Context: an optimization exercise on an open-source flow, tuned for small area, a short achievable clock period and few clock cycles. The choices shown serve that exercise and are no tape-out recipe.
Where RTL was checked, it was by simulation tests only, not by an equivalence proof against the original.
Only the layout flow was run in run 3; the RTL was not checked for function there.
Power figures rest on the tool's default switching activity, not on a simulated workload.

File: config.mk
export PLATFORM = sky130hd
export DESIGN_NAME = rvCoreTop
export DESIGN_NICKNAME = rvCoreTop
export VERILOG_FILES = /design/flow/design.v
export SDC_FILE = /design/flow/constraint.sdc
export NUM_CORES = 4
export LEC_CHECK = 0
export CAP_MARGIN = 20
export CORE_MARGIN = 2
export CORE_UTILIZATION = 40
export PLACE_DENSITY = 0.6
export SETUP_SLACK_MARGIN = 5
export SLEW_MARGIN = 20
File: constraint.sdc
create_clock -name core_clock -period 10.0 [get_ports {clk}]
set_input_delay 2.0000 -clock core_clock [delete_from_list [all_inputs] [get_ports {clk}]]
set_output_delay 2.0000 -clock core_clock [all_outputs]
set_load 0.01 [all_outputs]
File: design.v
`timescale 1ns/1ps
module rvCoreTop (
    input  logic        clk,
    input  logic        reset,
    output logic [31:0] paddr,
    output logic        psel,
    output logic        penable,
    output logic        pwrite,
    output logic [31:0] pwdata,
    output logic [3:0]  pstrb,
    input  logic [31:0] prdata,
    input  logic        pready
);
    localparam logic [6:0] OP_LUI    = 7'b0110111;
    localparam logic [6:0] OP_IMM    = 7'b0010011;
    localparam logic [6:0] OP_REG    = 7'b0110011;
    localparam logic [6:0] OP_LOAD   = 7'b0000011;
    localparam logic [6:0] OP_STORE  = 7'b0100011;
    localparam logic [6:0] OP_BRANCH = 7'b1100011;
    logic        pselQ, penQ, busData, kill;
    logic [31:2] paddrQ;
    logic        pwriteQ;
    logic [31:0] pwdataQ;
    logic [3:0]  pstrbQ;
    logic [31:2] fpc;
    logic        irAhead;
    logic        irV;
    logic [31:0] ir;
    logic xR2;      
    logic xAlu;     
    logic xBr;      
    logic xLd;      
    logic xSt;      
    logic xLwait;   
    logic xLw;      
    logic [31:0] opA, opB;
    logic [4:0]  xRd, xRs2;
    logic [6:0]  xImmHi;
    logic [2:0]  xF3;
    logic        xInv, xBrF;
    logic [1:0]  xAhead;   
    logic [1:0]  xOff;
    logic [4:0]  rIdxQ;
    logic [31:0] regs [1:31];
    assign paddr   = {paddrQ, 2'b00};
    assign psel    = pselQ;
    assign penable = penQ;
    assign pwrite  = pwriteQ;
    assign pwdata  = pwdataQ;
    assign pstrb   = pstrbQ;
    logic busFree, xferDone, landing, dataDone, fetchSetup;
    assign xferDone   = pselQ & penQ & pready;
    assign busFree    = ~pselQ | xferDone;
    assign landing    = xferDone & ~busData & ~kill;
    assign dataDone   = xferDone & busData;
    assign fetchSetup = pselQ & ~penQ & ~busData;
    logic [6:0] op;
    logic isLui, isOpi, isOp, isLd, isSt, isBr;
    logic [31:0] immI, immS, immU;
    assign op    = ir[6:0];
    assign isLui = op == OP_LUI;
    assign isOpi = op == OP_IMM;
    assign isOp  = op == OP_REG;
    assign isLd  = op == OP_LOAD;
    assign isSt  = op == OP_STORE;
    assign isBr  = op == OP_BRANCH;
    assign immI  = {{20{ir[31]}}, ir[31:20]};
    assign immS  = {{20{ir[31]}}, ir[31:25], ir[11:7]};
    assign immU  = {ir[31:12], 12'b0};
    logic [31:0] rSel, rData;
    always_comb begin
        rSel = 32'd0;
        rSel[rIdxQ] = 1'b1;
        rData = 32'd0;
        for (int r = 1; r < 32; r++) rData = rData | (regs[r] & {32{rSel[r]}});
    end
    logic [31:0] sum, aluOut;
    logic        lt, eq, taken;
    assign sum = opA + (opB ^ {32{xInv}}) + {31'd0, xInv};
    assign lt  = (opA[31] ^ opB[31]) ? opA[31] : sum[31];
    assign eq  = opA == opB;
    always_comb begin
        case (xF3)
            3'b010:  aluOut = {31'd0, lt};
            3'b100:  aluOut = opA ^ opB;
            3'b110:  aluOut = opA | opB;
            3'b111:  aluOut = opA & opB;
            default: aluOut = sum;
        endcase
    end
    always_comb begin
        case ({xF3[2], xF3[0]})
            2'b00:   taken = eq;
            2'b01:   taken = ~eq;
            2'b10:   taken = lt;
            default: taken = ~lt;
        endcase
    end
    logic        redirect;
    logic [11:0] brOff;
    logic [31:2] target;
    assign redirect = xBr & taken;
    assign brOff  = {xImmHi[6], xImmHi[6], xRd[0], xImmHi[5:0], xRd[4:2]} - {10'd0, xAhead} - 12'd1;
    assign target = fpc + {{18{brOff[11]}}, brOff};
    logic [31:0] lane, ldVal;
    assign lane = opB >> {xOff, 3'b000};
    always_comb begin
        case (xF3[1:0])
            2'b00:   ldVal = {{24{lane[7] & ~xF3[2]}}, lane[7:0]};
            2'b01:   ldVal = {{16{lane[15] & ~xF3[2]}}, lane[15:0]};
            default: ldVal = lane;
        endcase
    end
    logic s1, s1Go, dataReq, dataGo, fetchGo, fetchOk, irVNext;
    logic xR2N, xAluN, xBrN, xLdN, xStN, xLwaitN, xLwN;
    assign s1      = irV & ~(xR2 | xLd | xSt | xLwait | xLw);
    assign s1Go    = s1 & ~redirect;
    assign dataReq = xLd | xSt;
    assign dataGo  = busFree & dataReq;
    assign xR2N    = s1Go & (isOp | isBr);
    assign xAluN   = (s1Go & (isLui | isOpi)) | (xR2 & ~xBrF);
    assign xBrN    = xR2 & xBrF;
    assign xLdN    = (s1Go & isLd) | (xLd & ~busFree);
    assign xStN    = (s1Go & isSt) | (xSt & ~busFree);
    assign xLwaitN = (xLd & busFree) | (xLwait & ~dataDone);
    assign xLwN    = xLwait & dataDone;
    assign irVNext = (landing & ~redirect) | (irV & ~s1 & ~redirect);
    assign fetchOk = ~irVNext | ~(xLdN | xStN);
    assign fetchGo = busFree & ~dataReq & fetchOk;
    always_ff @(posedge clk) begin
        if (reset) begin
            pselQ   <= 1'b0;
            penQ    <= 1'b0;
            busData <= 1'b0;
            kill    <= 1'b0;
            fpc     <= '0;
            irV     <= 1'b0;
            xR2     <= 1'b0;
            xAlu    <= 1'b0;
            xBr     <= 1'b0;
            xLd     <= 1'b0;
            xSt     <= 1'b0;
            xLwait  <= 1'b0;
            xLw     <= 1'b0;
        end else begin
            if (busFree) begin
                pselQ   <= dataGo | fetchGo;
                penQ    <= 1'b0;
                busData <= dataGo;
            end else if (~penQ) begin
                penQ <= 1'b1;
            end
            kill <= pselQ & ~busData & ~xferDone & (kill | redirect);
            if (redirect) fpc <= target;
            else if (fetchSetup) fpc <= paddrQ + 30'd1;
            irV    <= irVNext;
            xR2    <= xR2N;
            xAlu   <= xAluN;
            xBr    <= xBrN;
            xLd    <= xLdN;
            xSt    <= xStN;
            xLwait <= xLwaitN;
            xLw    <= xLwN;
        end
    end
    always_ff @(posedge clk) begin
        if (landing) irAhead <= 1'b0;
        else if (fetchSetup) irAhead <= 1'b1;
        xAhead <= (s1 ? {1'b0, irAhead} : xAhead) + {1'b0, fetchSetup};
    end
    always_ff @(posedge clk) begin
        if (dataGo) begin
            paddrQ  <= sum[31:2];
            pwriteQ <= xSt;
            pstrbQ  <= xSt ?
                       4'((xF3[1] ? 4'b1111 : xF3[0] ? 4'b0011 : 4'b0001) << sum[1:0]) : 4'b0000;
            if (xSt) pwdataQ <= rData << {sum[1:0], 3'b000};
        end else if (fetchGo) begin
            paddrQ  <= redirect ? target : fpc;
            pwriteQ <= 1'b0;
            pstrbQ  <= 4'b0000;
        end
    end
    always_ff @(posedge clk) begin
        if (landing) ir <= prdata;
    end
    always_ff @(posedge clk) begin
        if (xR2N | xStN) rIdxQ <= s1 ? ir[24:20] : xRs2;
        else rIdxQ <= landing ? prdata[19:15] : ir[19:15];
    end
    logic bypass;
    assign bypass = xAlu && (xRd != 5'd0) && (xRd == ir[19:15]);
    always_ff @(posedge clk) begin
        if (s1) begin
            opA    <= isLui ? 32'd0 : bypass ? aluOut : rData;
            opB    <= isSt ? immS : isLui ? immU : immI;
            xRd    <= ir[11:7];
            xRs2   <= ir[24:20];
            xImmHi <= ir[31:25];
            xF3    <= isLui ? 3'b000 : ir[14:12];
            xInv   <= isBr | ((isOp | isOpi) & (ir[14:12] == 3'b010)) |
                      (isOp & (ir[14:12] == 3'b000) & ir[30]);
            xBrF   <= isBr;
        end else if (xR2) begin
            opB <= rData;
        end else if (xLwait & dataDone) begin
            opB <= prdata;
        end
        if (xLd & busFree) xOff <= sum[1:0];
    end
    logic        wEn;
    logic [31:0] wData, wDataG;
    assign wEn    = (xAlu | xLw) & (xRd != 5'd0);
    assign wData  = xLw ? ldVal : aluOut;
    assign wDataG = wData & {32{~reset}};
    always_ff @(posedge clk) begin
        for (int r = 1; r < 32; r++) begin
            if (reset | (wEn & (xRd == 5'(r)))) regs[r] <= wDataG;
        end
    end
endmodule
File: run.sh
#!/bin/bash
# synth_recipe.tcl (not shown) runs the flow's synth.tcl, then flattens the netlist and writes it again
# the make line also repeats each setting of config.mk as NAME=value (left out here)
make -C /OpenROAD-flow-scripts/flow DESIGN_CONFIG=/design/flow/config.mk WORK_HOME=/design/flow/orfs CLKGATE_MAP_FILE= SYNTH_SCRIPT=/design/flow/synth_recipe.tcl finish
==> results of run 1 <==
[critical path, cell delays in order, from the launching register on]
cell and delay [ps]:
dfxtp_2 370, inv_1 210, ha_2 360, o21ba_2 200
o21ai_0 220, a21o_2 390, a21oi_2 330, buf_4 390
a22oi_1 430, nand4_1 420, a2111oi_2 470, nand3_2 400
nand2_1 170, o221ai_1 180
[per-layer routing]
| metal | part of all wire (%) | vias to the layer above | GRT usage [%] |
|---|---|---|---|
| met4 | 4.8 | 0 | 12.5 |
| met1 | 38 | 19400 | 38.2 |
| met5 | 0 | - | 0 |
| met3 | 12 | 409 | 6.73 |
| met2 | 45 | 2603 | 43.3 |
| li1 | - | 16200 | - |
[what timing repair did]
action / in CTS / in global routing
resized for setup: 33 / 21
gates cloned: 2 / 2
buffers inserted: 6 / 13
setup endpoints to repair: 262 / 233
pin swaps: 4 / 8
hold endpoints to repair: 0 / 0
[state kept, by name (all words and copies together), names as in the netlist, 2 cells and up]
name / flops
xRs2: 5
fpc: 30
ir: 32
regs: 992
rIdxQ: 5
xAhead: 2
xF3: 3
opB: 32
pstrbQ: 4
xOff: 2
xImmHi: 7
paddrQ: 30
xRd: 5
opA: 32
pwdataQ: 32
[cell families after synthesis]
family	synth area share (%)
buf+inv	2.49
mux	1.38
compound gates	14.6
other cells	0.00696
flops	67.5
simple gates	8.86
fa+ha+maj	3.13
xor+xnor	2.03
[synthesized netlist by cell type (8+ instances only)]
cell type / count
xor2_1: 71
o221ai_1: 31
dfxtp_1: 55
a22oi_1: 276
mux2_2: 14
o211ai_1: 58
nor2_1: 203
and2_1: 22
a21boi_0: 10
buf_1: 25
nor4_1: 26
nand4_1: 64
or4_1: 10
or3_1: 10
and3_1: 29
nor3_1: 49
inv_1: 106
a2111oi_0: 10
o21a_1: 10
buf_2: 30
nand3_1: 117
clkbuf_1: 174
ha_1: 130
a31oi_1: 35
mux2i_1: 54
o31ai_1: 8
a21o_1: 27
o21bai_1: 16
a222oi_1: 62
o32ai_1: 9
nor2b_1: 16
a21oi_1: 203
edfxtp_1: 1174
xnor2_1: 54
a22o_1: 52
a211oi_1: 30
o22ai_1: 26
o21ai_0: 139
nand2b_1: 18
nand2_1: 407
nand3b_1: 18
a221oi_1: 47
[where the power goes]
group | internal [mW] | leakage (nW) | switching, mW | total (mW)
logic | 0.267 | 7.68 | 0.688 | 0.956
clock network | 2.74 | 2.05 | 2.07 | 4.81
registers | 5.96 | 12.3 | 0.103 | 6.06
[final cells by class]
| type | count | share of cell area, % |
|---|---|---|
| well taps | 1768 | 3.53 |
| clock inverters | 74 | 1.21 |
| repair buffers | 258 | 3.56 |
| inverters | 108 | 0.654 |
| flip-flops and latches | 1229 | 58.1 |
| multi-input cells | 2471 | 27.4 |
| clock buffers | 161 | 5.53 |
| diodes | 1 | 0.00400 |
[worst paths after layout]
kind / slack [ps] / to / startpoint
worst min-delay path: 440 / xRs2[0] / xRs2[0]
worst max register to register: 5080 / opB[14] / rIdxQ[0]
worst min register to register: 440 / xRs2[0] / xRs2[0]
worst max-delay path: 5080 / opB[14] / rIdxQ[0]
[through the flow]
step / area, sq um / hold WS, ps
after floorplan: 54000 / 413
after global placement: 57900 / 422
after detailed placement: 57900 / 435
after CTS: 62300 / 448
after global routing: 62600 / 454
final: 62600 / 444
==> qor.csv, run 1 <==
metric,value,unit
status,timing/DRC/antenna clean,
period_share,49.2,%
cts_tree,done,
hold_violations,0,
grt_pass1_wl,275,mm
worstRegToRegCells,13,
cp-end-kind,flop,
dr.pass1.iters,8,
nets,4367,
dp_slack,4220,ps
clk_pin_slew,60,ps
ys_seq_area_share,67.5,%
vias,38600,
grt_pass1_vias,36400,
antenna_found_initial,4,
core_region_area,134000,sq um
fin_worst_skew,54.6,ps
grt-ovfl-total,0,
track_usage,28.2,%
setup_tns,0,ps
drt_iter0_drc,6313,
async_flop_share,0,%
holdPathStages,2,
fp-row-count,134,
wl_per_cell,32.6,um
ctsHoldBuffers,0,
ios,106,
insertion_delay,790,ps
totalPowerFinal,11.8,mW
powerDensity,189,nW/um^2
ff_latch_area,36400,sq um
final_common_cell,edfxtp_1,
hp-class,flop to flop,
root_buffer,clkbuf_16,
cts.sink_count,1229,
synth_seq_cells,1229,
drc,0,
synth_area_leader_cell,edfxtp_1,
gp_congestion,1.01,
ys_types,85,
h-tree-depth,4,
vdd_ir_drop_max,0.177,mV
min_period,4920,ps
portBuffers,103,
maxCapViolations,0,
clk_path_buf_depth,3,
die-width,371,um
crit_type,flop to flop,
viasPerCell,6.37,
synthCells,4036,
syn_area,53900,sq um
ys.flop_type,edfxtp_1,
instances_no_fill,6070,
drv_slew,0,
synth.top_cell.area_share,65.4,%
initial_core_util,40.3,%
rsz0062_at_grt,no,
drtAntennaViolNets,0,
max_freq,0.203,GHz
place_hpwl,123,mm
cp-start-kind,flop,
wirelength,198,mm
n_fill_cell,11700,
cts_buffers,131,
drive_above_1_share,12.2,%
critPathRequiredTime,10430,ps
setup_violations,0,
dp_cells,5811,
slew_headroom,16.4,%
arrival,5350,ps
fp.dieArea,138000,sq um
syn_area_per_cell,13.4,sq um
grt_max_degree,60,
synth_edf_count,1174,
multi_input_area,17200,sq um
fin_util,46.8,%
path_max_fanout,15,
ys_warn_count,2,
die_h,371,um
layout_setup_ws,5080,ps
mostFrequentLayoutCells,"edfxtp_1, nand2_1, a22oi_1",
syn2layout_area_growth,16.1,%
p_leak,22.0,nW
yosys-top-cells-area,"edfxtp_1, a22oi_1, ha_1, nand2_1, dfxtp_1",
worstMarginPinSlew,1240,ps
Testbench counts, summed over its fixed seeds: cycles 75,271.
==> inputs of run 2 (changes only) <==
--- a/design.v
+++ b/design.v
@@ -40,7 +40,8 @@
     logic        xInv, xBrF;
     logic [1:0]  xAhead;   
     logic [1:0]  xOff;
-    logic [4:0]  rIdxQ;
+    logic [31:1] rSelQ;    
+    logic        resetQ;   
     logic [31:0] regs [1:31];
     assign paddr   = {paddrQ, 2'b00};
     assign psel    = pselQ;
@@ -67,17 +68,15 @@
     assign immI  = {{20{ir[31]}}, ir[31:20]};
     assign immS  = {{20{ir[31]}}, ir[31:25], ir[11:7]};
     assign immU  = {ir[31:12], 12'b0};
-    logic [31:0] rSel, rData;
-    always_comb begin
-        rSel = 32'd0;
-        rSel[rIdxQ] = 1'b1;
+    logic [31:0] rData;
+    always_comb begin
         rData = 32'd0;
-        for (int r = 1; r < 32; r++) rData = rData | (regs[r] & {32{rSel[r]}});
+        for (int r = 1; r < 32; r++) rData = rData | (regs[r] & {32{rSelQ[r]}});
     end
     logic [31:0] sum, aluOut;
     logic        lt, eq, taken;
     assign sum = opA + (opB ^ {32{xInv}}) + {31'd0, xInv};
-    assign lt  = (opA[31] ^ opB[31]) ? opA[31] : sum[31];
+    assign lt  = $signed(opA) < $signed(opB);
     assign eq  = opA == opB;
     always_comb begin
         case (xF3)
@@ -125,7 +124,7 @@
     assign xLwaitN = (xLd & busFree) | (xLwait & ~dataDone);
     assign xLwN    = xLwait & dataDone;
     assign irVNext = (landing & ~redirect) | (irV & ~s1 & ~redirect);
-    assign fetchOk = ~irVNext | ~(xLdN | xStN);
+    assign fetchOk = ~(s1 & (isLd | isSt) & landing);
     assign fetchGo = busFree & ~dataReq & fetchOk;
     always_ff @(posedge clk) begin
         if (reset) begin
@@ -184,38 +183,39 @@
     always_ff @(posedge clk) begin
         if (landing) ir <= prdata;
     end
-    always_ff @(posedge clk) begin
-        if (xR2N | xStN) rIdxQ <= s1 ? ir[24:20] : xRs2;
-        else rIdxQ <= landing ? prdata[19:15] : ir[19:15];
+    logic [4:0] rIdxN;
+    logic       rs2Next;
+    assign rs2Next = (s1 & (isOp | isBr | isSt)) | (xSt & ~busFree);
+    assign rIdxN = rs2Next ? (s1 ? ir[24:20] : xRs2) : (landing ? prdata[19:15] : ir[19:15]);
+    always_ff @(posedge clk) begin
+        for (int r = 1; r < 32; r++) rSelQ[r] <= rIdxN == 5'(r);
     end
     logic bypass;
     assign bypass = xAlu && (xRd != 5'd0) && (xRd == ir[19:15]);
     always_ff @(posedge clk) begin
         if (s1) begin
-            opA    <= isLui ? 32'd0 : bypass ? aluOut : rData;
-            opB    <= isSt ? immS : isLui ? immU : immI;
+            opA    <= (isLui | bypass) ? (isLui ? 32'd0 : aluOut) : rData;
             xRd    <= ir[11:7];
             xRs2   <= ir[24:20];
             xImmHi <= ir[31:25];
             xF3    <= isLui ? 3'b000 : ir[14:12];
-            xInv   <= isBr | ((isOp | isOpi) & (ir[14:12] == 3'b010)) |
-                      (isOp & (ir[14:12] == 3'b000) & ir[30]);
+            xInv   <= isOp & (ir[14:12] == 3'b000) & ir[30];
             xBrF   <= isBr;
-        end else if (xR2) begin
-            opB <= rData;
-        end else if (xLwait & dataDone) begin
-            opB <= prdata;
-        end
+        end
+        if (xR2) opB <= rData;
+        else if (s1) opB <= isSt ? immS : isLui ? immU : immI;
+        else if (xLwait & dataDone) opB <= prdata;
         if (xLd & busFree) xOff <= sum[1:0];
     end
     logic        wEn;
     logic [31:0] wData, wDataG;
     assign wEn    = (xAlu | xLw) & (xRd != 5'd0);
     assign wData  = xLw ? ldVal : aluOut;
-    assign wDataG = wData & {32{~reset}};
-    always_ff @(posedge clk) begin
+    assign wDataG = wData & {32{~resetQ}};
+    always_ff @(posedge clk) begin
+        resetQ <= reset;
         for (int r = 1; r < 32; r++) begin
-            if (reset | (wEn & (xRd == 5'(r)))) regs[r] <= wDataG;
+            if (resetQ | (wEn & (xRd == 5'(r)))) regs[r] <= wDataG;
         end
     end
 endmodule
==> flow/run.sh (new file) <==
#!/bin/bash
set -euo pipefail
bash standard.sh SETUP_SLACK_MARGIN=6.0 finish > flow_standard.log 2>&1
==> standard.sh (new file) <==
#!/bin/bash
# synth_recipe.tcl (not shown) runs the flow's synth.tcl, then flattens the netlist and writes it again
# the make line also repeats each setting of config.mk as NAME=value (left out here)
make -C /OpenROAD-flow-scripts/flow DESIGN_CONFIG=/design/flow/config.mk WORK_HOME=/design/flow/orfs CLKGATE_MAP_FILE= SYNTH_SCRIPT=/design/flow/synth_recipe.tcl "${@:-finish}"
--- a/config.mk
+++ b/config.mk
@@ -9,5 +9,4 @@
 export CORE_MARGIN = 2
 export CORE_UTILIZATION = 40
 export PLACE_DENSITY = 0.6
-export SETUP_SLACK_MARGIN = 5
 export SLEW_MARGIN = 20
removed: run.sh
==> qor.csv, run 2 <==
metric,value,unit
status,timing/DRC/antenna clean,
vdd_ir_drop_max,0.181,mV
setup_tns,0,ps
max_stage_delay,430,ps
clk_pin_slew,60,ps
crit_family,compound AO/OA/AOI/OAI gates,
grt_max_degree,63,
die-width,371,um
cp_common_cell,nand2_2,
dp_slack,4300,ps
ys_warn_count,2,
fp-row-count,134,
root_buffer,clkbuf_16,
grt_pass1_wl,286,mm
nets,4373,
worstRegToRegCells,17,
hp-start,xRs2[4],
worstMarginPinSlew,1270,ps
hold_violations,0,
grt-ovfl-total,0,
die_h,371,um
synth.top_cell.area_share,65.3,%
critPathRequiredTime,10530,ps
regToRegStartpoint,xRd[3],
portBuffers,103,
hp-class,flop to flop,
path_max_fanout,6,
track_usage,29.8,%
gp_congestion,0.972,
netlist_top_cells_count,"edfxtp_1, a22oi_1, nand2_1, nor2_1, clkbuf_1",
grt_pass1_vias,36100,
fin_worst_skew,48.2,ps
ys.flop_type,edfxtp_1,
max_freq,0.236,GHz
totalPowerFinal,11.6,mW
ys_seq_area_share,68.4,%
yosys-top-cells-area,"edfxtp_1, a22oi_1, ha_1, dfxtp_1, nand2_1",
dr.pass1.iters,6,
arrival,4770,ps
wirelength,210,mm
holdPathStages,2,
min_period,4230,ps
drt_iter0_drc,6695,
async_flop_share,0,%
fp.dieArea,138000,sq um
cts_tree,done,
ios,106,
mostFrequentLayoutCells,"edfxtp_1, a22oi_1, nand2_1",
drive_above_1_share,16.6,%
drtAntennaViolNets,0,
cp-end-kind,flop,
h-tree-depth,4,
syn_area_per_cell,13.7,sq um
cp-start-kind,flop,
layout_setup_ws,5770,ps
ys_types,82,
cts_buffers,131,
largest_reg_flops,992,
syn_area,54000,sq um
setup_violations,0,
wl_per_cell,34.8,um
slew_headroom,15.3,%
synth_edf_count,1174,
period_share,42.3,%
cts.sink_count,1256,
crit_type,flop to flop,
powerDensity,182,nW/um^2
synth_seq_cells,1256,
core_region_area,134000,sq um
maxCapViolations,0,
rsz0062_at_grt,yes,
initial_core_util,40.4,%
final_common_cell,edfxtp_1,
synth_area_leader_cell,edfxtp_1,
viasPerCell,6.54,
drc,0,
antenna_found_initial,8,
ctsHoldBuffers,0,
r2r_end,paddrQ[30],
syn2layout_area_growth,18.3,%
cp_slowest_cell,edfxtp_1,
insertion_delay,790,ps
reg2reg_slack,5770,ps
place_hpwl,115,mm
p_leak,23.0,nW
synthCells,3929,
vias,39500,
top_register,regs,
drv_slew,0,
path_cells,buf_6 -> inv_6 -> fa_2 -> nand2_2 -> or3_4 -> xnor2_1 -> ha_2 -> o21ai_0 -> a221oi_1 -> nand2_1 -> o21ai_2 -> a211o_1 -> a41oi_2 -> o21ai_1 -> xor2_1 -> nand2_2 -> a22oi_2,
synth.most_common_cell,edfxtp_1,
clk_path_buf_depth,3,
min_to,xRs2[4],
path_buf_inv,2,
==> run 2: how the worst max path moves through the flow <==
stage	start	to	slack, ps	cells past startpoint
2_1_floorplan	pready	rSelQ[17]	5660	7
3_3_place_gp	opB[15]	paddrQ[30]	4290	13
3_5_place_dp	opB[15]	paddrQ[30]	4300	13
4_1_cts	xRd[3]	paddrQ[30]	5680	16
5_1_grt	xRd[3]	paddrQ[30]	5670	16
6_report	xRd[3]	paddrQ[30]	5770	17
==> run 2: logic make-up after synthesis <==
| family | share of synthesized area, % |
|---|---|
| and+or+nand+nor | 7.78 |
| AOI/OAI and AO/OA | 14.5 |
| buffers and inverters | 2.55 |
| DFF | 68.4 |
| adders and majority gates | 3.80 |
| other | 0.00695 |
| xor gates and xnor gates | 2.08 |
| muxes | 0.981 |
==> run 2: what timing repair did <==
item                        CTS  global route
setup endpoints to repair  1015           914
hold endpoints to repair      0             0
pin swaps                    39            48
resized for setup           135           102
setup buffers                67            30
cloned                       15             7
==> run 2: final cells by class <==
| class | count | area, sq um |
|---|---|---|
| Multi-Input combinational cell | 2340 | 17300 |
| Clock buffer | 157 | 3400 |
| Clock inverter | 73 | 586 |
| Timing Repair Buffer | 318 | 2920 |
| Inverter | 129 | 489 |
| Fill cell | 11500 | 69800 |
| Antenna cell | 5 | 12.5 |
| Tap cell | 1768 | 2210 |
| Sequential cell | 1256 | 36900 |
==> run 2: worst register-to-register path, cell delays in order (launching register included) <==
cell      delay [ps]
edfxtp_1         430
buf_6            160
inv_6             70
fa_2             220
nand2_2           60
or3_4            370
xnor2_1          140
ha_2             390
o21ai_0           90
a221oi_1         300
nand2_1          170
o21ai_2          220
a211o_1          230
a41oi_2          170
o21ai_1          200
xor2_1           190
nand2_2          150
a22oi_2          410
==> run 2: report_power, final <==
part | switching [mW] | total, mW | internal, mW
Combinational | 0.613 | 0.865 | 0.252
Sequential | 0.103 | 6.15 | 6.04
Clock | 2.12 | 4.62 | 2.50
Total | 2.84 | 11.6 | 8.80
==> run 2: routing by layer <==
metal  global-route usage, %  routed length [um]
met5                       0                  41
met4                    13.9               11400
met3                    7.78               28400
met2                    44.1               90900
met1                    40.9               79300
==> run 2: metrics by stage <==
step | utilization, % | hold slack [ps] | instance area, sq um | instances
final | 47.8 | 456 | 63900 | 6046
after global routing | 47.8 | 462 | 63900 | 6041
after CTS | 47.2 | 448 | 63000 | 6003
after detailed placement | 43.2 | 433 | 57700 | 5691
after global placement | 43.2 | 433 | 57700 | 5690
after floorplan | - | 418 | 54200 | 3930
Testbench counts of run 2, summed over its fixed seeds: cycles 75,272.
==> inputs of run 3 (changes only) <==
--- a/design.v
+++ b/design.v
@@ -95,10 +95,10 @@
             default: taken = ~lt;
         endcase
     end
-    logic        redirect;
+    logic        redirect, redirQ;
     logic [11:0] brOff;
-    logic [31:2] target;
-    assign redirect = xBr & taken;
+    logic [31:2] target, tgtQ;
+    assign redirect = redirQ;
     assign brOff  = {xImmHi[6], xImmHi[6], xRd[0], xImmHi[5:0], xRd[4:2]} - {10'd0, xAhead} - 12'd1;
     assign target = fpc + {{18{brOff[11]}}, brOff};
     logic [31:0] lane, ldVal;
@@ -114,24 +114,25 @@
     logic xR2N, xAluN, xBrN, xLdN, xStN, xLwaitN, xLwN;
     assign s1      = irV & ~(xR2 | xLd | xSt | xLwait | xLw);
     assign s1Go    = s1 & ~redirect;
-    assign dataReq = xLd | xSt;
+    assign dataReq = (xLd | xSt) & ~redirect;
     assign dataGo  = busFree & dataReq;
     assign xR2N    = s1Go & (isOp | isBr);
-    assign xAluN   = (s1Go & (isLui | isOpi)) | (xR2 & ~xBrF);
-    assign xBrN    = xR2 & xBrF;
-    assign xLdN    = (s1Go & isLd) | (xLd & ~busFree);
-    assign xStN    = (s1Go & isSt) | (xSt & ~busFree);
-    assign xLwaitN = (xLd & busFree) | (xLwait & ~dataDone);
+    assign xAluN   = (s1Go & (isLui | isOpi)) | (xR2 & ~xBrF & ~redirect);
+    assign xBrN    = xR2 & xBrF & ~redirect;
+    assign xLdN    = (s1Go & isLd) | (xLd & ~busFree & ~redirect);
+    assign xStN    = (s1Go & isSt) | (xSt & ~busFree & ~redirect);
+    assign xLwaitN = (xLd & busFree & ~redirect) | (xLwait & ~dataDone);
     assign xLwN    = xLwait & dataDone;
     assign irVNext = (landing & ~redirect) | (irV & ~s1 & ~redirect);
     assign fetchOk = ~(s1 & (isLd | isSt) & landing);
-    assign fetchGo = busFree & ~dataReq & fetchOk;
+    assign fetchGo = busFree & ~dataReq & fetchOk & ~xBr;
     always_ff @(posedge clk) begin
         if (reset) begin
             pselQ   <= 1'b0;
             penQ    <= 1'b0;
             busData <= 1'b0;
             kill    <= 1'b0;
+            redirQ  <= 1'b0;
             fpc     <= '0;
             irV     <= 1'b0;
             xR2     <= 1'b0;
@@ -150,7 +151,8 @@
                 penQ <= 1'b1;
             end
             kill <= pselQ & ~busData & ~xferDone & (kill | redirect);
-            if (redirect) fpc <= target;
+            redirQ <= xBr & taken;
+            if (redirect) fpc <= tgtQ;
             else if (fetchSetup) fpc <= paddrQ + 30'd1;
             irV    <= irVNext;
             xR2    <= xR2N;
@@ -163,6 +165,7 @@
         end
     end
     always_ff @(posedge clk) begin
+        tgtQ <= target;
         if (landing) irAhead <= 1'b0;
         else if (fetchSetup) irAhead <= 1'b1;
         xAhead <= (s1 ? {1'b0, irAhead} : xAhead) + {1'b0, fetchSetup};
@@ -175,7 +178,7 @@
                        4'((xF3[1] ? 4'b1111 : xF3[0] ? 4'b0011 : 4'b0001) << sum[1:0]) : 4'b0000;
             if (xSt) pwdataQ <= rData << {sum[1:0], 3'b000};
         end else if (fetchGo) begin
-            paddrQ  <= redirect ? target : fpc;
+            paddrQ  <= redirect ? tgtQ : fpc;
             pwriteQ <= 1'b0;
             pstrbQ  <= 4'b0000;
         end
@@ -209,7 +212,7 @@
     end
     logic        wEn;
     logic [31:0] wData, wDataG;
-    assign wEn    = (xAlu | xLw) & (xRd != 5'd0);
+    assign wEn    = ((xAlu & ~redirect) | xLw) & (xRd != 5'd0);
     assign wData  = xLw ? ldVal : aluOut;
     assign wDataG = wData & {32{~resetQ}};
     always_ff @(posedge clk) begin
==> flow/run.sh (replaced) <==
#!/bin/bash
set -euo pipefail
bash standard.sh SETUP_SLACK_MARGIN=6.2 \
    'BUFFER_PORTS_ARGS=-buffer_cell sky130_fd_sc_hd__buf_2' finish > flow_standard.log 2>&1
==> qor.csv, run 3 <==
metric,value,unit
setup_tns,0,ps
arrival,4500,ps
fin_util,47.7,%
core_region_area,137000,sq um
synth_seq_cells,1287,
ys_seq_area_share,68.2,%
slew_headroom,-1.85,%
synth_edf_count,1174,
maxCapViolations,1,
hold_violations,0,
path_cells,buf_12 -> buf_4 -> xor2_1 -> ha_1 -> and4_4 -> a221o_2 -> a2111oi_4 -> a21o_4 -> o211ai_1 -> and2_4 -> a211oi_4 -> buf_6 -> o22ai_4 -> clkbuf_16,
ys_warn_count,2,
crit_type,flop to flop,
place_hpwl,115,mm
p_leak,23.4,nW
cp_slowest_cell,edfxtp_1,
place_area,58600,sq um
grt_pass1_vias,37000,
muxShareOfSynthArea,1.51,%
min_to,xRs2[4],
synth_top_family_by_area,compound AO/OA/AOI/OAI gates,
regToRegStartpoint,xInv,
drive_above_1_share,18.7,%
cts.sink_count,1287,
hp-start,xRs2[4],
period_share,40.1,%
syn_area_per_cell,13.8,sq um
fp-row-count,136,
top_register,regs,
worstMarginPinSlew,1510,ps
ctsHoldBuffers,0,
viasPerCell,6.48,
synthSimpleGateAreaFrac,7.31,%
async_flop_share,0,%
insertion_delay,790,ps
synth.top_cell.area_share,64.1,%
r2r_end,regs[18][28],
netlist_top_cells_count,"edfxtp_1, a22oi_1, nor2_1, nand2_1, clkbuf_1",
path_max_fanout,16,
cts_buffers,121,
gp_congestion,0.950,
portBuffers,103,
multi_input_area,18100,sq um
ys.flop_type,edfxtp_1,
ios,106,
ff_latch_area,37600,sq um
min_period,4010,ps
drv_slew,3,
syn_area,55000,sq um
grt-ovfl-total,0,
die_h,375,um
die-width,375,um
ys_types,89,
cp-end-kind,flop,
fp.dieArea,140000,sq um
wl_per_cell,34.7,um
final_common_cell,edfxtp_1,
track_usage,29.1,%
hp-class,flop to flop,
synth_area_leader_cell,edfxtp_1,
fin_area,65300,sq um
n_fill_cell,11800,
synth.most_common_cell,edfxtp_1,
synth_compound_area_share,14.6,%
vdd_ir_drop_max,0.173,mV
fin_worst_skew,68.7,ps
reg2reg_slack,5990,ps
nets,4446,
yosys.area_share.adder,3.73,%
grt_max_degree,62,
setup_violations,0,
root_buffer,clkbuf_16,
drtAntennaViolNets,0,
cp-start-kind,flop,
grt_pass1_wl,288,mm
failed_checks,"max-capacitance violations, max-slew violations",
dr.pass1.iters,14,
vias,39900,
syn2layout_area_growth,18.7,%
cts_tree,done,
drc,0,
wirelength,214,mm
rsz0062_at_grt,yes,
yosys-top-cells-area,"edfxtp_1, a22oi_1, dfxtp_1, ha_1, a21oi_1",
max_freq,0.249,GHz
drt_iter0_drc,6590,
powerDensity,182,nW/um^2
status,failed layout checks,
max_stage_delay,430,ps
worstRegToRegCells,14,
synthCells,3986,
largest_reg_flops,992,
initial_core_util,40.1,%
clk_path_buf_depth,3,
mostFrequentLayoutCells,"edfxtp_1, a22oi_1, nor2_1",
instances_no_fill,6150,
antenna_found_initial,6,
h-tree-depth,3,
holdPathStages,2,
critPathRequiredTime,10500,ps
synth_xor_area_share,2.02,%
clk_pin_slew,60,ps
totalPowerFinal,11.9,mW
dp_cells,5776,
==> run 3: power by group <==
| part | internal [mW] | leakage [nW] | switching, mW |
|---|---|---|---|
| sequential | 6.22 | 12.7 | 0.131 |
| clock | 2.48 | 1.88 | 2.08 |
| combinational | 0.301 | 8.82 | 0.665 |
| total | 9.00 | 23.4 | 2.87 |
==> run 3: per-stage QoR <==
step | hold WS (ps) | setup slack, ps
after detailed placement | 436 | 4930
after global placement | 427 | 4900
final | 452 | 5990
after CTS | 450 | 6050
after global routing | 464 | 5860
after floorplan | 418 | 4900
==> run 3: area by class of cell <==
cell class	count	area share, %
diodes	2	0.00767
clock buffers	153	4.90
multi-input cells	2345	27.7
repair buffers	346	4.44
well taps	1794	3.44
flip-flops and latches	1287	57.5
inverters	148	0.870
clock inverters	75	1.07
==> run 3: metal layers <==
layer | GRT usage, % | up-vias | wire (um)
met5 | 0 | - | 174
met4 | 13.0 | 8 | 11400
met3 | 7.19 | 621 | 29200
met2 | 45.1 | 3029 | 94700
met1 | 38.7 | 20000 | 78300
li1 | - | 16200 | -
==> run 3: logic make-up after synthesis <==
logic type / Yosys count
and+or+nand+nor: 836
buffers and inverters: 379
adders and majority gates: 162
DFF: 1287
muxes: 74
other: 1
AOI/OAI and AO/OA: 1120
xor gates and xnor gates: 127
==> run 3: critical path, delay by kind of cell, from the launching register on <==
kind,cells,cell delay (ps)
AOI/OAI and AO/OA,6,1540
xor gates and xnor gates,1,150
adders and majority gates,1,390
buffers and inverters,4,750
DFF,1,430
and+or+nand+nor,2,460
==> run 3: what timing repair did <==
item	CTS	global route
gates resized for setup	112	109
endpoints found under the setup margin	998	899
gates cloned	17	13
buffers inserted	68	44
endpoints found under the hold margin	0	0
pin swaps	55	70
==> run 3: worst max-delay path by stage <==
stage                       from  slack, ps  depth (start not counted)           end
after floorplan           xRd[1]       4900                          5    regs[8][0]
after global placement      xInv       4900                         13  regs[10][22]
after detailed placement    xInv       4930                         13  regs[18][22]
after CTS                   xInv       6050                         13  regs[22][24]
after global routing        xInv       5860                         13  regs[12][30]
final                       xInv       5990                         14  regs[18][28]
==> inputs of run 4 (changes only) <==
--- a/design.v
+++ b/design.v
@@ -20,7 +20,6 @@
     logic        pselQ, penQ, busData, kill;
     logic [31:2] paddrQ;
     logic        pwriteQ;
-    logic [31:0] pwdataQ;
     logic [3:0]  pstrbQ;
     logic [31:2] fpc;
     logic        irAhead;
@@ -37,6 +36,7 @@
     logic [4:0]  xRd, xRs2;
     logic [6:0]  xImmHi;
     logic [2:0]  xF3;
+    logic [4:0]  xSel;     
     logic        xInv, xBrF;
     logic [1:0]  xAhead;   
     logic [1:0]  xOff;
@@ -47,7 +47,7 @@
     assign psel    = pselQ;
     assign penable = penQ;
     assign pwrite  = pwriteQ;
-    assign pwdata  = pwdataQ;
+    assign pwdata  = opB;   
     assign pstrb   = pstrbQ;
     logic busFree, xferDone, landing, dataDone, fetchSetup;
     assign xferDone   = pselQ & penQ & pready;
@@ -79,13 +79,8 @@
     assign lt  = $signed(opA) < $signed(opB);
     assign eq  = opA == opB;
     always_comb begin
-        case (xF3)
-            3'b010:  aluOut = {31'd0, lt};
-            3'b100:  aluOut = opA ^ opB;
-            3'b110:  aluOut = opA | opB;
-            3'b111:  aluOut = opA & opB;
-            default: aluOut = sum;
-        endcase
+        aluOut = ({32{xSel[0]}} & sum) | {31'd0, xSel[1] & lt} | ({32{xSel[2]}} & (opA ^ opB)) |
+                 ({32{xSel[3]}} & (opA | opB)) | ({32{xSel[4]}} & (opA & opB));
     end
     always_comb begin
         case ({xF3[2], xF3[0]})
@@ -96,11 +91,11 @@
         endcase
     end
     logic        redirect, redirQ;
-    logic [11:0] brOff;
-    logic [31:2] target, tgtQ;
+    logic [11:0] brOff, adjQ;
+    logic [31:2] target;
     assign redirect = redirQ;
     assign brOff  = {xImmHi[6], xImmHi[6], xRd[0], xImmHi[5:0], xRd[4:2]} - {10'd0, xAhead} - 12'd1;
-    assign target = fpc + {{18{brOff[11]}}, brOff};
+    assign target = fpc + {{18{adjQ[11]}}, adjQ};
     logic [31:0] lane, ldVal;
     assign lane = opB >> {xOff, 3'b000};
     always_comb begin
@@ -112,7 +107,7 @@
     end
     logic s1, s1Go, dataReq, dataGo, fetchGo, fetchOk, irVNext;
     logic xR2N, xAluN, xBrN, xLdN, xStN, xLwaitN, xLwN;
-    assign s1      = irV & ~(xR2 | xLd | xSt | xLwait | xLw);
+    assign s1      = irV & ~(xR2 | xLd | xSt | xLwait | xLw) & ~(pselQ & busData & pwriteQ);
     assign s1Go    = s1 & ~redirect;
     assign dataReq = (xLd | xSt) & ~redirect;
     assign dataGo  = busFree & dataReq;
@@ -152,7 +147,7 @@
             end
             kill <= pselQ & ~busData & ~xferDone & (kill | redirect);
             redirQ <= xBr & taken;
-            if (redirect) fpc <= tgtQ;
+            if (redirect) fpc <= target;
             else if (fetchSetup) fpc <= paddrQ + 30'd1;
             irV    <= irVNext;
             xR2    <= xR2N;
@@ -165,7 +160,7 @@
         end
     end
     always_ff @(posedge clk) begin
-        tgtQ <= target;
+        adjQ <= brOff - {11'd0, fetchSetup};
         if (landing) irAhead <= 1'b0;
         else if (fetchSetup) irAhead <= 1'b1;
         xAhead <= (s1 ? {1'b0, irAhead} : xAhead) + {1'b0, fetchSetup};
@@ -176,9 +171,8 @@
             pwriteQ <= xSt;
             pstrbQ  <= xSt ?
                        4'((xF3[1] ? 4'b1111 : xF3[0] ? 4'b0011 : 4'b0001) << sum[1:0]) : 4'b0000;
-            if (xSt) pwdataQ <= rData << {sum[1:0], 3'b000};
         end else if (fetchGo) begin
-            paddrQ  <= redirect ? tgtQ : fpc;
+            paddrQ  <= redirect ? target : fpc;
             pwriteQ <= 1'b0;
             pstrbQ  <= 4'b0000;
         end
@@ -188,10 +182,11 @@
     end
     logic [4:0] rIdxN;
     logic       rs2Next;
-    assign rs2Next = (s1 & (isOp | isBr | isSt)) | (xSt & ~busFree);
-    assign rIdxN = rs2Next ? (s1 ? ir[24:20] : xRs2) : (landing ? prdata[19:15] : ir[19:15]);
-    always_ff @(posedge clk) begin
-        for (int r = 1; r < 32; r++) rSelQ[r] <= rIdxN == 5'(r);
+    assign rs2Next = (s1 & (isOp | isBr | isSt)) | xSt;
+    assign rIdxN = rs2Next ? (s1 ? ir[24:20] : xRs2) : ir[19:15];
+    always_ff @(posedge clk) begin
+        for (int r = 1; r < 32; r++)
+            rSelQ[r] <= (landing & ~rs2Next) ? (prdata[19:15] == 5'(r)) : (rIdxN == 5'(r));
     end
     logic bypass;
     assign bypass = xAlu && (xRd != 5'd0) && (xRd == ir[19:15]);
@@ -202,10 +197,14 @@
             xRs2   <= ir[24:20];
             xImmHi <= ir[31:25];
             xF3    <= isLui ? 3'b000 : ir[14:12];
+            xSel   <= {5{isLui | isOpi | isOp}} & {isLui ? 5'b00001 :
+                      (ir[14:12] == 3'b010) ? 5'b00010 : (ir[14:12] == 3'b100) ? 5'b00100 :
+                      (ir[14:12] == 3'b110) ? 5'b01000 : (ir[14:12] == 3'b111) ? 5'b10000 : 5'b00001};
             xInv   <= isOp & (ir[14:12] == 3'b000) & ir[30];
             xBrF   <= isBr;
         end
         if (xR2) opB <= rData;
+        else if (xSt & busFree) opB <= rData << {sum[1:0], 3'b000};
         else if (s1) opB <= isSt ? immS : isLui ? immU : immI;
         else if (xLwait & dataDone) opB <= prdata;
         if (xLd & busFree) xOff <= sum[1:0];
@@ -213,7 +212,7 @@
     logic        wEn;
     logic [31:0] wData, wDataG;
     assign wEn    = ((xAlu & ~redirect) | xLw) & (xRd != 5'd0);
-    assign wData  = xLw ? ldVal : aluOut;
+    assign wData  = aluOut | ({32{xLw}} & ldVal);
     assign wDataG = wData & {32{~resetQ}};
     always_ff @(posedge clk) begin
         resetQ <= reset;
==> qor.csv, run 4 <==
metric,value,unit
synth.top_cell.area_share,64.7,%
grt_pass1_wl,276,mm
wirelength,200,mm
syn_area_per_cell,13.8,sq um
final_common_cell,edfxtp_1,
intPower,8.94,mW
hp-class,flop to flop,
largest_reg_flops,992,
swShare,23.9,%
drive_above_1_share,17.2,%
fp.dieArea,136000,sq um
arrival,4440,ps
max_freq,0.256,GHz
synth_seq_cells,1242,
fin_util,47.6,%
ys.flop_type,edfxtp_1,
startpoint,xInv,
totalPowerFinal,11.7,mW
root_buffer,clkbuf_16,
maxCapViolations,0,
clk_path_buf_depth,3,
nets,4288,
cts_buffers,133,
insertion_delay,780,ps
top_register,regs,
clock_power_share,41.3,%
grt_pass1_vias,35200,
yosys-top-cells-area,"edfxtp_1, a22oi_1, ha_1, dfxtp_1, a21oi_1",
hp-start,ir[10],
instances_no_fill,5944,
fin_worst_skew,36.1,ps
synth_area_leader_cell,edfxtp_1,
seq_power_share,51.4,%
p_switching,2.80,mW
drtAntennaViolNets,0,
dp_cells,5616,
clk_pin_slew,60,ps
cp-endpoint,regs[12][30],
vdd_ir_drop_max,0.172,mV
dr.pass1.iters,6,
combPwrFrac,7.3,%
setup_tns,0,ps
ys_seq_area_share,68.3,%
grt-ovfl-total,0,
drt_iter0_drc,6324,
place_hpwl,113,mm
h-tree-depth,4,
status,timing/DRC/antenna clean,
slew_headroom,16.6,%
ios,106,
mostFrequentLayoutCells,"edfxtp_1, a22oi_1, nand2_1",
reg2reg_slack,6090,ps
worstMarginPinSlew,1240,ps
min_period,3910,ps
hold_violations,0,
rsz0062_at_grt,yes,
syn_area,53200,sq um
n_fill_cell,11500,
synth.most_common_cell,edfxtp_1,
drv_slew,0,
syn2layout_area_growth,18.0,%
drc,0,
cts.sink_count,1242,
portBuffers,103,
ctsHoldBuffers,0,
worstRegToRegCells,16,
cts_tree,done,
r2r_end,regs[12][30],
netlist_top_cells_count,"edfxtp_1, a22oi_1, nand2_1, a21oi_1, nor2_1",
ys_warn_count,2,
grt_max_degree,82,
powerDensity,187,nW/um^2
cp-start-kind,flop,
period_share,39.1,%
critPathRequiredTime,10530,ps
core_region_area,132000,sq um
hold_slack,440,ps
fp-row-count,133,
regToRegStartpoint,xInv,
die-width,369,um
wl_per_cell,33.6,um
die_h,369,um
viasPerCell,6.44,
crit_type,flop to flop,
synth_edf_count,1147,
vias,38300,
setup_violations,0,
p_leak,22.7,nW
gp_congestion,0.950,
cp-end-kind,flop,
holdPathStages,0,
path_max_fanout,15,
track_usage,28.8,%
synthCells,3846,
initial_core_util,40.4,%
antenna_found_initial,4,
async_flop_share,0,%
ys_types,87,
-- run 4: cell count changes after synthesis, moves of 21 or more --
cell / before / now
a21oi_1: 184 / 208
inv_1: 143 / 109
nand3_1: 155 / 98
edfxtp_1: 1174 / 1147
buf_1: 38 / 17
mux2i_1: 58 / 30
nor2_1: 234 / 208
nand2_1: 189 / 242
-- run 4: cell families after synthesis --
kind of cell / count (synthesis) / synth area share, %
xor+xnor: 119 / 1.96
mux: 47 / 1.06
buf+inv: 317 / 2.27
other cells: 1 / 0.00705
flops: 1242 / 68.3
simple gates: 800 / 7.14
fa+ha+maj: 166 / 3.94
compound gates: 1154 / 15.3
-- run 4: metrics by stage --
step	area [sq um]	setup WS, ps
after global routing	62800	5930
final	62800	6090
after global placement	56600	5210
after floorplan	53500	5760
after detailed placement	56600	5260
after CTS	62100	6020
-- run 4: power by group through the flow --
stage | combinational (mW) | sequential [mW] | clock [mW]
after floorplan | 0.444 | 6.12 | 0
after global placement | 0.782 | 6.13 | 0
after detailed placement | 0.788 | 6.14 | 0
after CTS | 0.826 | 6.04 | 4.87
after global routing | 0.904 | 6.06 | 5.08
final | 0.856 | 6.04 | 4.85
-- run 4: worst max-delay path: stages (launching register included) --
cell	delay, ps
edfxtp_1	440
buf_12	190
buf_12	130
xor2_1	160
ha_1	380
a21oi_2	180
o21ai_0	120
a31o_2	270
a2111oi_4	320
nand3_2	180
a311oi_2	310
xnor2_2	140
a221oi_4	280
buf_12	150
buf_6	140
a21oi_4	70
buf_12	200
-- run 4: timing repair --
action	in CTS	in global routing
resized for setup	86	42
endpoints found under the setup margin	708	750
buffers inserted	38	32
cloned	20	2
pin swaps	38	29
-- run 4: cell type report --
class	instances	area [sq um]	area share (%)
flip-flops and latches	1242	36400	58.0
multi-input cells	2303	17000	27.0
clock buffers	168	3600	5.74
well taps	1755	2200	3.50
inverters	113	425	0.678
diodes	1	2.50	0.00399
repair buffers	295	2540	4.05
clock inverters	67	639	1.02
-- run 4: worst min path at each step --
| stage | endpoint |
|---|---|
| after floorplan | xRs2[2] |
| after global placement | xRs2[2] |
| after detailed placement | xRd[3] |
| after CTS | xRd[3] |
| after global routing | xRd[3] |
| final | xRd[3] |
-- run 4: per-layer routing --
metal	track usage [%]	share of wire (%)
met3	5.69	12
met2	45.4	45
met1	38.6	37
met4	12.7	5.2
met5	0	0.068
Testbench counts of run 4, summed over its fixed seeds: cycles 75,814.
==> inputs of run 5 (changes only) <==
--- a/design.v
+++ b/design.v
@@ -75,7 +75,7 @@
     end
     logic [31:0] sum, aluOut;
     logic        lt, eq, taken;
-    assign sum = opA + (opB ^ {32{xInv}}) + {31'd0, xInv};
+    assign sum = opA + opB + {31'd0, xInv};   
     assign lt  = $signed(opA) < $signed(opB);
     assign eq  = opA == opB;
     always_comb begin
@@ -197,13 +197,15 @@
             xRs2   <= ir[24:20];
             xImmHi <= ir[31:25];
             xF3    <= isLui ? 3'b000 : ir[14:12];
-            xSel   <= {5{isLui | isOpi | isOp}} & {isLui ? 5'b00001 :
-                      (ir[14:12] == 3'b010) ? 5'b00010 : (ir[14:12] == 3'b100) ? 5'b00100 :
-                      (ir[14:12] == 3'b110) ? 5'b01000 : (ir[14:12] == 3'b111) ? 5'b10000 : 5'b00001};
             xInv   <= isOp & (ir[14:12] == 3'b000) & ir[30];
             xBrF   <= isBr;
         end
-        if (xR2) opB <= rData;
+        if (reset) xSel <= 5'b00000;
+        else if (s1)
+            xSel <= {5{isLui | isOpi | isOp}} & (isLui ? 5'b00001 :
+                    (ir[14:12] == 3'b010) ? 5'b00010 : (ir[14:12] == 3'b100) ? 5'b00100 :
+                    (ir[14:12] == 3'b110) ? 5'b01000 : (ir[14:12] == 3'b111) ? 5'b10000 : 5'b00001);
+        if (xR2) opB <= rData ^ {32{xInv}};
         else if (xSt & busFree) opB <= rData << {sum[1:0], 3'b000};
         else if (s1) opB <= isSt ? immS : isLui ? immU : immI;
         else if (xLwait & dataDone) opB <= prdata;
@@ -213,7 +215,7 @@
     logic [31:0] wData, wDataG;
     assign wEn    = ((xAlu & ~redirect) | xLw) & (xRd != 5'd0);
     assign wData  = aluOut | ({32{xLw}} & ldVal);
-    assign wDataG = wData & {32{~resetQ}};
+    assign wDataG = wData;
     always_ff @(posedge clk) begin
         resetQ <= reset;
         for (int r = 1; r < 32; r++) begin
--- a/config.mk
+++ b/config.mk
@@ -8,5 +8,7 @@
 export CAP_MARGIN = 20
 export CORE_MARGIN = 2
 export CORE_UTILIZATION = 40
+export CTS_CLUSTER_DIAMETER = 120
+export CTS_CLUSTER_SIZE = 30
 export PLACE_DENSITY = 0.6
 export SLEW_MARGIN = 20
==> qor.csv, run 5 <==
metric,value,unit
cts_tree,done,
r2r_end,regs[26][0],
slew_headroom,33.3,%
drc,0,
ys_seq_area_share,68.3,%
portBuffers,103,
powerDensity,163,nW/um^2
setup_violations,0,
ys_warn_count,2,
setup_tns,0,ps
netlist_top_cells_count,"edfxtp_1, a22oi_1, nand2_1, nor2_1, a21oi_1",
hold_violations,0,
synth_area_leader_cell,edfxtp_1,
ctsHoldBuffers,0,
n_fill_cell,11800,
root_buffer,clkbuf_16,
grt_max_degree,75,
syn_area_per_cell,13.7,sq um
max_freq,0.270,GHz
grt_pass1_wl,258,mm
syn2layout_area_growth,8.70,%
reg2reg_slack,6300,ps
yosys-top-cells-area,"edfxtp_1, a22oi_1, dfxtp_1, ha_1, nand2_1",
nets,4062,
critPathRequiredTime,10430,ps
fin_area,57800,sq um
hp-class,flop to flop,
path_cells,inv_1 -> ha_1 -> or4_1 -> nor2_1 -> nand4_1 -> nor3_1 -> o311a_1 -> nor4_1 -> mux2i_1 -> o21ai_1 -> a31o_4,
path_max_fanout,31,
track_usage,26.7,%
top_register,regs,
ys.flop_type,edfxtp_1,
drive_above_1_share,11.6,%
met3_usage,4.23,%
async_flop_share,0,%
drv_slew,0,
drtAntennaViolNets,0,
antenna_found_initial,4,
arrival,4130,ps
viasPerCell,6.36,
p_leak,20.7,nW
cp-endpoint,regs[26][0],
grt_util_met2,43.3,%
dr.pass1.iters,8,
fp.dieArea,136000,sq um
cts.sink_count,1242,
vdd_ir_drop_max,0.142,mV
vias,36100,
die-width,368,um
place_hpwl,103,mm
syn_area,53100,sq um
grt-ovfl-total,0,
max_stage_delay,530,ps
insertion_delay,740,ps
cp-start-kind,flop,
ff_latch_area,36300,sq um
layout_setup_ws,6300,ps
gp_congestion,0.914,
clk_pin_slew,120,ps
place_area,55800,sq um
grt_pass1_vias,33400,
cp-end-kind,flop,
rsz0062_at_grt,no,
status,timing/DRC/antenna clean,
regToRegStartpoint,opB[19],
wl_per_cell,33.0,um
totalPowerFinal,9.39,mW
mostFrequentLayoutCells,"edfxtp_1, a22oi_1, nand2_1",
maxCapViolations,0,
min_period,3700,ps
synth.top_cell.area_share,64.5,%
clk_path_buf_depth,3,
dp_slack,5190,ps
startpoint,opB[19],
largest_reg_flops,992,
synthCells,3870,
crit_type,flop to flop,
h-tree-depth,2,
period_share,37.0,%
synth_edf_count,1142,
core_region_area,132000,sq um
grt_most_used_layer,met2,
cp_slowest_cell,or4_1,
initial_core_util,40.4,%
fin_util,43.9,%
final_common_cell,edfxtp_1,
ios,106,
worstMarginPinSlew,1000,ps
die_h,368,um
wirelength,187,mm
drt_iter0_drc,5674,
synth_seq_cells,1242,
synth.most_common_cell,edfxtp_1,
multi_input_area,16100,sq um
fp-row-count,133,
grt_use_met1,35.8,%
ys_types,94,
worstRegToRegCells,11,
cts_buffers,48,
fin_worst_skew,65.2,ps
## run 5: changes by cell type after synthesis, sizes merged, moves of 16 or more
cell	delta
nor2	+17
xor2	-22
nand3	+27
xnor2	+25
ha	-30
clkbuf	-58
buf	+85
a21oi	-20
nand2	+17
nand4	-16
## run 5: per-stage QoR
stage                     hold WS [ps]  cells
after floorplan                    419   3871
after global placement             441   5583
after detailed placement           447   5583
after CTS                          464   5664
after global routing               473   5675
final                              464   5677
## run 5: cells by family after synthesis
family | Yosys count | synth area share, %
AND/OR/NAND/NOR | 844 | 7.56
AO/OA/AOI/OAI | 1117 | 14.9
flip-flops | 1242 | 68.3
XOR/XNOR | 122 | 2.02
adder cells (fa/ha/maj) | 136 | 3.26
buffers and inverters | 350 | 2.83
other | 1 | 0.00706
multiplexers | 58 | 1.13
## run 5: layout make-up
cell class,count,area share [%]
antenna,2,0.00866
clock buffer,71,2.23
clock inverter,8,0.197
inverter,119,0.775
multi-input combinational,2284,27.9
sequential,1242,62.9
tap,1755,3.80
timing repair buffer,196,2.17
## run 5: worst max-delay path: cells and delay by family, from the launching register on
kind	cells	cell delay, ps
muxes	1	350
and+or+nand+nor	5	1220
DFF	1	520
AOI/OAI and AO/OA	3	790
adders and majority gates	1	380
buffers and inverters	1	110
## run 5: worst min path at each step
stage,slack [ps],cells past startpoint,from,endpoint
floorplan,420,2,xRs2[0],xRs2[0]
global placement,440,0,ir[7],xRd[0]
detailed placement,450,2,xRs2[1],xRs2[1]
CTS,460,2,xSel[1],xSel[1]
global route,470,2,xRs2[1],xRs2[1]
finish,460,2,xSel[1],xSel[1]
## run 5: timing repair
action                                 CTS  global route
endpoints found under the hold margin    0             0
setup endpoints to repair              832           771
buffers inserted                         1             7
resized for setup                       52            34
gates cloned                             1             4
pin swaps                                2            14
## run 5: power by group
group	internal (mW)	leakage [nW]	switching (mW)
logic	0.243	7.48	0.574
clock network	0.931	0.675	1.61
registers	5.92	12.5	0.112
total	7.09	20.7	2.30
## run 5: per-layer routing
metal  routed length, um  vias up  part of all wire, %
met1               72100    18500                   39
met4                8420        4                  4.5
met5                  33        -                0.018
li1                    -    15100                    -
met2               87300     2172                   47
met3               19400      361                   10
Testbench counts of run 5, summed over its fixed seeds: cycles 75,814.
==> inputs of run 6 (changes only) <==
--- a/config.mk
+++ b/config.mk
@@ -8,7 +8,7 @@
 export CAP_MARGIN = 20
 export CORE_MARGIN = 2
 export CORE_UTILIZATION = 40
-export CTS_CLUSTER_DIAMETER = 120
-export CTS_CLUSTER_SIZE = 30
+export CTS_CLUSTER_DIAMETER = 100
+export CTS_CLUSTER_SIZE = 25
 export PLACE_DENSITY = 0.6
 export SLEW_MARGIN = 20
==> qor.csv, run 6 <==
metric,value,unit
worstRegToRegCells,13,
cts.sink_count,1242,
cp-start-kind,flop,
reg2reg_slack,6260,ps
ff_latch_area,36300,sq um
wirelength,187,mm
synth_edf_count,1142,
top_register,regs,
setup_tns,0,ps
dp_slack,5190,ps
cp-end-kind,flop,
arrival,4140,ps
initial_core_util,40.4,%
p_leak,20.8,nW
place_hpwl,103,mm
vdd_ir_drop_max,0.151,mV
dr.pass1.iters,14,
cp_slowest_cell,edfxtp_1,
vias,36100,
largest_reg_flops,992,
critPathRequiredTime,10400,ps
powerDensity,165,nW/um^2
clk_path_buf_depth,3,
synth.most_common_cell,edfxtp_1,
setup_violations,0,
ctsHoldBuffers,0,
slew_headroom,33.6,%
nets,4068,
grt_max_degree,75,
wl_per_cell,33.0,um
viasPerCell,6.35,
n_fill_cell,11800,
cts_buffers,56,
yosys-top-cells-area,"edfxtp_1, a22oi_1, dfxtp_1, ha_1, nand2_1",
netlist_top_cells_count,"edfxtp_1, a22oi_1, nand2_1, nor2_1, a21oi_1",
drtAntennaViolNets,0,
n_antenna_cell,0,
drive_above_1_share,11.8,%
ys.flop_type,edfxtp_1,
die_h,368,um
fin_worst_skew,53.0,ps
fp-row-count,133,
crit_type,flop to flop,
clk_pin_slew,100,ps
max_stage_delay,510,ps
regToRegStartpoint,xInv,
crit_family,compound AO/OA/AOI/OAI gates,
multi_input_area,16100,sq um
synth_area_leader_cell,edfxtp_1,
ys_seq_area_share,68.3,%
synthCells,3870,
path_buf_inv,2,
syn_area_per_cell,13.7,sq um
insertion_delay,730,ps
hp-class,flop to flop,
ios,106,
antenna_found_initial,4,
ys_types,94,
path_max_fanout,31,
layout_setup_ws,6260,ps
die-width,368,um
status,timing/DRC/antenna clean,
drc,0,
period_share,37.4,%
grt_pass1_wl,258,mm
path_cells,buf_12 -> fa_2 -> inv_1 -> fa_1 -> nor2b_2 -> o31ai_4 -> a22oi_1 -> a221oi_2 -> o21ba_2 -> o21ai_1 -> xor2_1 -> a21oi_4 -> nand2_4,
startpoint,xInv,
rsz0062_at_grt,yes,
worstMarginPinSlew,995,ps
crit_cells,13,
portBuffers,103,
cp-endpoint,regs[18][20],
ys_warn_count,2,
async_flop_share,0,%
r2r_end,regs[18][20],
core_region_area,132000,sq um
syn_area,53100,sq um
max_freq,0.267,GHz
h-tree-depth,2,
final_common_cell,edfxtp_1,
synth_seq_cells,1242,
grt_pass1_vias,33500,
cts_tree,done,
mostFrequentLayoutCells,"edfxtp_1, a22oi_1, nand2_1",
gp_congestion,0.914,
drv_slew,0,
hold_violations,0,
fp.dieArea,136000,sq um
syn2layout_area_growth,9.15,%
synth.top_cell.area_share,64.5,%
root_buffer,clkbuf_16,
maxCapViolations,0,
min_period,3740,ps
track_usage,26.7,%
grt-ovfl-total,0,
drt_iter0_drc,5433,
## run 6: cell counts after synthesis
No cell type changed its count.
## run 6: how the worst min path moves through the flow
stage                  from  endpoint  cells after the start
CTS                 xSel[1]   xSel[1]                      2
finish              xSel[1]   xSel[1]                      2
floorplan           xRs2[0]   xRs2[0]                      2
global placement      ir[7]    xRd[0]                      0
detailed placement  xRs2[1]   xRs2[1]                      2
global route        xRs2[1]   xRs2[1]                      2
## run 6: metal layers
metal	vias to the layer above	GRT usage, %	routed length [um]
met5	-	0	27
met2	2138	43.0	86800
li1	15100	-	-
met1	18400	35.9	72800
met4	4	11.5	9230
met3	394	3.99	18600
## run 6: cell type report
| type | count | area share (%) |
|---|---|---|
| Inverter | 119 | 0.772 |
| Tap cell | 1755 | 3.79 |
| Clock inverter | 5 | 0.157 |
| Timing Repair Buffer | 195 | 2.16 |
| Sequential cell | 1242 | 62.7 |
| Multi-Input combinational cell | 2283 | 27.7 |
| Clock buffer | 87 | 2.72 |
## run 6: cells by family (layout without fill, tap and decap cells)
logic type               Yosys count  in the layout  share of synthesized area, %
multiplexers                      58             58                          1.13
buffers and inverters            350            406                          2.83
AO/OA/AOI/OAI                   1117           1117                          14.9
adder cells (fa/ha/maj)          136            136                          3.26
other                              1              2                       0.00706
AND/OR/NAND/NOR                  844            848                          7.56
flip-flops                      1242           1242                          68.3
XOR/XNOR                         122            122                          2.02
## run 6: metrics by stage
step	hold WS, ps	util [%]	cell area, sq um	power [mW]	instances
finish	461	44.1	58000	9.59	5686
global route	484	44.1	58000	9.84	5686
CTS	461	43.8	57700	9.58	5676
detailed placement	447	42.4	55800	6.94	5583
global placement	441	42.4	55800	6.92	5583
floorplan	419	-	53300	6.58	3871
## run 6: tightest hold or removal path, stage by stage (launching register included)
cell     delay, ps
dfxtp_1        330
nand2_1         50
a21oi_1         50
## run 6: where the power goes
part | switching [mW] | internal, mW
logic | 0.573 | 0.243
registers | 0.112 | 5.92
clock network | 1.64 | 1.11
## run 6: repair_timing
action	in CTS	in global routing
resized for setup	48	37
gates cloned	0	5
pin swaps	1	9
setup endpoints to repair	832	778
buffers inserted	1	5
==> inputs of run 7 (changes only) <==
--- a/config.mk
+++ b/config.mk
@@ -9,6 +9,6 @@
 export CORE_MARGIN = 2
 export CORE_UTILIZATION = 40
 export CTS_CLUSTER_DIAMETER = 100
-export CTS_CLUSTER_SIZE = 25
+export CTS_CLUSTER_SIZE = 28
 export PLACE_DENSITY = 0.6
 export SLEW_MARGIN = 20
==> qor.csv, run 7 <==
metric,value,unit
status,timing/DRC/antenna clean,
hp-class,flop to flop,
ys.flop_type,edfxtp_1,
critPathRequiredTime,10460,ps
largest_reg_flops,992,
max_stage_delay,560,ps
powerDensity,164,nW/um^2
min_period,3690,ps
mostFrequentLayoutCells,"edfxtp_1, a22oi_1, nand2_1",
drt_iter0_drc,5380,
initial_core_util,40.4,%
setup_tns,0,ps
p_leak,20.7,nW
period_share,36.9,%
synth_seq_cells,1242,
arrival,4160,ps
drive_above_1_share,11.6,%
portBuffers,103,
cp-end-kind,flop,
vdd_ir_drop_max,0.144,mV
place_area,55800,sq um
worstMarginPinSlew,998,ps
cp-start-kind,input pin,
viasPerCell,6.36,
antenna_found_initial,4,
die_h,368,um
syn_area,53100,sq um
h-tree-depth,2,
insertion_delay,730,ps
ios,106,
die-width,368,um
grt_max_degree,75,
cts.sink_count,1242,
rsz0062_at_grt,no,
root_buffer,clkbuf_16,
synth.top_cell.area_share,64.5,%
vias,36100,
async_flop_share,0,%
final_common_cell,edfxtp_1,
ys_warn_count,2,
synthCells,3870,
grt_pass1_wl,257,mm
ctsHoldBuffers,0,
setup_violations,0,
syn2layout_area_growth,8.76,%
fp.dieArea,136000,sq um
fin_area,57800,sq um
ys_types,94,
drc,0,
synth_edf_count,1142,
startpoint,pready,
drtAntennaViolNets,0,
maxCapViolations,0,
nets,4061,
dr.pass1.iters,6,
drv_slew,0,
wl_per_cell,32.8,um
slew_headroom,33.5,%
gp_congestion,0.914,
regToRegStartpoint,xInv,
fin_worst_skew,66.9,ps
cts_tree,done,
synth.most_common_cell,edfxtp_1,
clk_path_buf_depth,3,
cp_common_cell,nand2_1,
cts_buffers,52,
netlist_top_cells_count,"edfxtp_1, a22oi_1, nand2_1, nor2_1, a21oi_1",
grt-ovfl-total,0,
n_fill_cell,11800,
max_freq,0.271,GHz
dp_slack,5190,ps
path_max_fanout,11,
crit_type,input pin to flop,
hold_slack,462,ps
yosys-top-cells-area,"edfxtp_1, a22oi_1, dfxtp_1, ha_1, nand2_1",
track_usage,26.5,%
path_cells,buf_2 -> nand2_8 -> nand2_1 -> and2_1 -> nand2_1 -> nor2_2 -> a211oi_1 -> a21oi_1,
core_region_area,132000,sq um
ys_seq_area_share,68.3,%
layout_setup_ws,6310,ps
path_buf_inv,1,
clk_pin_slew,110,ps
hold_violations,0,
crit_family,simple AND/OR/NAND/NOR gates,
fp-row-count,133,
hp-start,xSel[1],
place_hpwl,103,mm
wirelength,186,mm
grt_pass1_vias,33400,
syn_area_per_cell,13.7,sq um
top_register,regs,
cp_slowest_cell,and2_1,
synth_area_leader_cell,edfxtp_1,
run 7: cell counts after synthesis:
No cell type changed its count.
run 7: layer usage:
layer / vias to the layer above / share of wire (%) / track usage (%) / routed length, um
met4: 4 / 4.9 / 11.2 / 9130
met1: 18400 / 38 / 35.7 / 71500
met3: 391 / 10 / 4.10 / 18800
met2: 2224 / 47 / 42.9 / 86800
met5: - / 0.014 / 0 / 27
li1: 15100 / - / - / -
run 7: kinds of logic after synthesis:
kind of cell	count (synthesis)	share of synthesized area (%)
other cells	1	0.00706
compound gates	1117	14.9
mux	58	1.13
fa+ha+maj	136	3.26
flops	1242	68.3
buf+inv	350	2.83
xor+xnor	122	2.02
simple gates	844	7.56
run 7: layout make-up:
type,instances,area [sq um],area share (%)
inverter,119,448,0.775
clock inverter,12,151,0.262
antenna,3,7.51,0.0130
clock buffer,68,1380,2.39
multi-input combinational,2281,16000,27.7
tap,1755,2200,3.80
sequential,1242,36300,62.9
timing repair buffer,194,1230,2.13
run 7: what timing repair did:
action / 4_1_cts / 5_1_grt
hold endpoints to repair: 0 / 0
setup endpoints to repair: 831 / 760
gates resized for setup: 47 / 30
buffers inserted: 1 / 4
gates cloned: 0 / 3
pin swaps: 1 / 4
run 7: final timing paths:
check,to,slack (ps),cells after the start
worst max register to register,regs[18][20],6310,13
worst min register to register,xSel[1],460,2
worst min-delay path,xSel[1],460,2
worst max-delay path,opB[5],6310,8
run 7: metrics by stage:
step	power, mW	std cells	util, %
floorplan	6.58	3871	-
global placement	6.92	5583	42.4
detailed placement	6.94	5583	42.4
CTS	9.47	5664	43.7
global route	9.72	5671	43.9
finish	9.47	5674	43.9
run 7: power breakdown:
part,leakage [nW],total [mW],internal [mW],switching [mW]
sequential,12.5,6.03,5.92,0.112
combinational,7.43,0.813,0.242,0.571
clock,0.737,2.63,1.01,1.63
total,20.7,9.47,7.16,2.31
run 7: worst min-delay path: stages (launching register included):
cell and delay [ps]:
dfxtp_1 330, nand2_1 50, a21oi_1 50

[afterwards: timing with drivers on the ports]
The flow's constraints put no driver on any port. The routed layouts listed below were extracted and timed again, unchanged, in two steps. Step 1 sets driving cells, clkbuf_16 on the clock port and buf_2 on the other inputs (assumed; they add their load-dependent delay and slew). Step 2 moves the port delays by t, midway between the first and last clock arrival at a register: inputs arrive t later, outputs are due t later. That takes back most of the time a late clock gives input paths. Three values: ideal ports, drivers, drivers and shift; two values: the first two.
run | t (ns) | setup slack, ns | worst register clock-pin slew, ns
run 1 | 0.849 | 5.076 / 5.076 / 4.851 | 0.07 / 0.07
run 2 | 0.844 | 5.766 / 5.766 / 5.297 | 0.07 / 0.07
run 3 | 0.826 | 5.992 / 5.992 / 5.580 | 0.07 / 0.07
run 4 | 0.846 | 6.091 / 6.091 / 5.623 | 0.07 / 0.07
run 5 | 0.785 | 6.297 / 6.293 / 5.575 | 0.12 / 0.12
run 6 | 0.780 | 6.258 / 6.258 / 5.562 | 0.11 / 0.11
run 7 | 0.768 | 6.305 / 6.308 / 5.563 | 0.12 / 0.12
For run 7, which loses most, drivers alone change the setup slack by +0.003 ns; drivers and shift together by -0.742 ns.
